Background: an optimization exercise with open tools, aiming at small area and a short achievable clock period. Do not read the settings as production practice.
Function was checked by simulation only, so behaviour that the tests miss may differ from the original.

Setup of the baseline:
## sa_top
module sa_top
(
    input  logic        clk,
    input  logic        arst_n_i,
    input  logic        psel,
    input  logic        penable,
    input  logic        pwrite,
    input  logic [11:0] paddr,
    input  logic [31:0] pwdata,
    output logic [31:0] prdata,
    output logic        pready,
    output logic        pslverr
);
    localparam int CW = 19;
    logic [32*8-1:0] a_q;         
    logic [32*8-1:0] b_q;         
    logic [8*CW-1:0] r0_q;        
    logic [8*CW-1:0] r1_q;
    logic [4*4-1:0]  one_q;       
    logic [4*4-1:0]  two_q;
    logic [4*4-1:0]  neg_q;
    logic [2*8-1:0]  b_op_q;      
    logic [3:0]      len_q;
    logic            done_q;
    logic            cvalid_q;
    logic            phase_q;
    logic            sel_act_q;   
    logic            mul_act_q;   
    logic            add_act_q;   
    logic            mul_clr_q;   
    logic [8*CW-1:0] x_q;         
    logic [8*CW-1:0] y_q;
    logic [3:0]      mstep_q;
    logic [7:0]      ksel_q;      
    logic            busy;
    assign busy = sel_act_q | mul_act_q | add_act_q;
    logic            setup;
    logic            hit_ctrl, hit_status, hit_len, hit_a, hit_b, hit_c, mapped;
    logic            len_ok;
    logic            err;
    logic [4:0]      idx;
    logic [7:0]      ab_word;
    logic [CW-1:0]   c_word;
    logic [CW-1:0]   rdata;
    assign setup      = psel & ~penable;
    assign hit_ctrl   = paddr == 12'h000;
    assign hit_status = paddr == 12'h004;
    assign hit_len    = paddr == 12'h008;
    assign hit_a      = (paddr[11:7] == 5'b00010) & (paddr[1:0] == 2'b00);
    assign hit_b      = (paddr[11:7] == 5'b00100) & (paddr[1:0] == 2'b00);
  ...
export LEC_CHECK = 0
export CAP_MARGIN = 20
export CORE_MARGIN = 2
export CORE_UTILIZATION = 50
export CTS_CLUSTER_DIAMETER = 60
export CTS_CLUSTER_SIZE = 30
export SLEW_MARGIN = 20
export TNS_END_PERCENT = 20
create_clock -name core_clock -period 10.0 [get_ports {clk}]
standard.sh (not shown) runs the stock make flow with config.mk's settings and CLKGATE_MAP_FILE= SYNTH_SCRIPT=/design/flow/synth_recipe.tcl, a recipe that flattens the netlist after the stock synthesis.
==> flow/flow/run.sh <==
#!/bin/bash
# Standard ORFS layout, with port buffers that can drive, free cell sizing and
# a setup margin that makes repair_timing work below the 10 ns clock.
set -e
export BUFFER_PORTS_ARGS="-buffer_cell sky130_fd_sc_hd__buf_4"
bash standard.sh MATCH_CELL_FOOTPRINT=0 SETUP_SLACK_MARGIN=7.0 finish > standard.log 2>&1
[inputs] the candidate vs the baseline
diff --git a/flow/design.v b/flow/design.v
--- a/flow/design.v
+++ b/flow/design.v
@@ -256,55 +256,51 @@
         end
         ab_word = '0;
         for (int i = 0; i < 64; i++) begin
             ab_word = ab_word | ({8{ab_sel == 6'(i)}} & ab_all[i*8 +: 8]);
         end
     end
     assign rdata = ({CW{hit_a | hit_b}} & {{(CW-8){ab_word[7]}}, ab_word})
                  | ({CW{hit_c & cvalid_q}} & c_word)
                  | ({CW{hit_status}} & {{(CW-2){1'b0}}, done_q, busy})
                  | ({CW{hit_len}} & {{(CW-4){1'b0}}, len_q});
     logic [CW-1:0] rdata_q;
     logic          err_q;
-    logic          we_len_q, start_q;
-    logic [3:0]    we_a_hi_q;     
-    logic [3:0]    we_b_hi_q;
-    logic [7:0]    idx_lo_q;      
+    logic          we_a_q, we_b_q, we_len_q, start_q;
+    logic [4:0]    idx_q;
     always_ff @(posedge clk) begin
         rdata_q <= rdata;
         err_q   <= err;
-        for (int i = 0; i < 8; i++) idx_lo_q[i] <= idx[2:0] == 3'(i);
+        idx_q   <= idx;
     end
     always_ff @(posedge clk or negedge arst_n_i) begin
         if (!arst_n_i) begin
-            we_a_hi_q <= 4'd0;
-            we_b_hi_q <= 4'd0;
+            we_a_q   <= 1'b0;
+            we_b_q   <= 1'b0;
             we_len_q <= 1'b0;
             start_q  <= 1'b0;
         end else begin
-            for (int i = 0; i < 4; i++) begin
-                we_a_hi_q[i] <= setup & pwrite & hit_a & ~busy & (idx[4:3] == 2'(i));
-                we_b_hi_q[i] <= setup & pwrite & hit_b & ~busy & (idx[4:3] == 2'(i));
-            end
+            we_a_q   <= setup & pwrite & hit_a & ~busy;
+            we_b_q   <= setup & pwrite & hit_b & ~busy;
             we_len_q <= setup & pwrite & hit_len & ~busy & len_ok;
             start_q  <= setup & pwrite & hit_ctrl & pwdata[0] & ~busy;
         end
     end
     assign prdata  = {{(32-CW){rdata_q[CW-1]}}, rdata_q};
     assign pslverr = err_q;
     assign pready  = 1'b1;
     always_ff @(posedge clk) begin
         for (int i = 0; i < 32; i++) begin
-            if (we_a_hi_q[i/8] && idx_lo_q[i%8]) a_q[i*8 +: 8] <= pwdata[7:0];
-            if (we_b_hi_q[i/8] && idx_lo_q[i%8]) b_q[i*8 +: 8] <= pwdata[7:0];
+            if (we_a_q && idx_q == 5'(i)) a_q[i*8 +: 8] <= pwdata[7:0];
+            if (we_b_q && idx_q == 5'(i)) b_q[i*8 +: 8] <= pwdata[7:0];
         end
     end
     always_ff @(posedge clk or negedge arst_n_i) begin
         if (!arst_n_i) begin
             len_q     <= 4'd1;
             done_q    <= 1'b0;
             cvalid_q  <= 1'b0;
             phase_q   <= 1'b0;
             sel_act_q <= 1'b0;
             mul_act_q <= 1'b0;
             add_act_q <= 1'b0;
             mul_clr_q <= 1'b0;
==> run notes <==
Delta (the candidate minus the baseline): final standard cell count with taps included and fillers excluded rose 96; setup slack of the worst register-to-register path shows a reduction of 0.05 ns; floorplan die area lost 0.36%. Compared with the baseline, the candidate shows a higher met3 usage in global routing. Non-clock buffer count ends up higher on the candidate. The candidate against the baseline; mean area per synthesized cell is down slightly. There was hardly any difference in clock-pin slew on the worst setup and hold paths between the candidate and the baseline. The baseline -> the candidate: routed wire length on met3 increased by more than 10%. Number of buffer and inverter instances along the worst setup path | the candidate below the baseline.

[afterwards: timing with drivers on the ports]
How much do the figures lean on ideal ports? The routed layouts below were timed once more, with nothing changed but the port constraints.
Step 1: set_driving_cell puts a clkbuf_16 on clk and a buf_2 on each other input, an assumption about the parent block.
Step 2 adds t to the input delays and takes it off the output delays; t is the mean of the earliest and latest rising clock arrival at the registers after step 1. Input paths then give back, and output paths get back, about the clock's delay inside the block.
Three values: no drivers, after step 1, after step 2; two values: the first two.
| run | t (ns) | slack for setup (ns) | worst data-port slew with drivers (ns) | cell pins on the clock port's net |
|---|---|---|---|---|
| the baseline | 0.811 | 6.332 / 6.126 / 5.314 | 0.37 | 1 |
| the candidate | 0.817 | 6.488 / 6.299 / 5.482 | 0.36 | 1 |
After both steps setup and hold are still met in every run listed. The setup slack of the baseline, which loses most, moves by -0.206 ns with the drivers and by -1.018 ns with both steps.
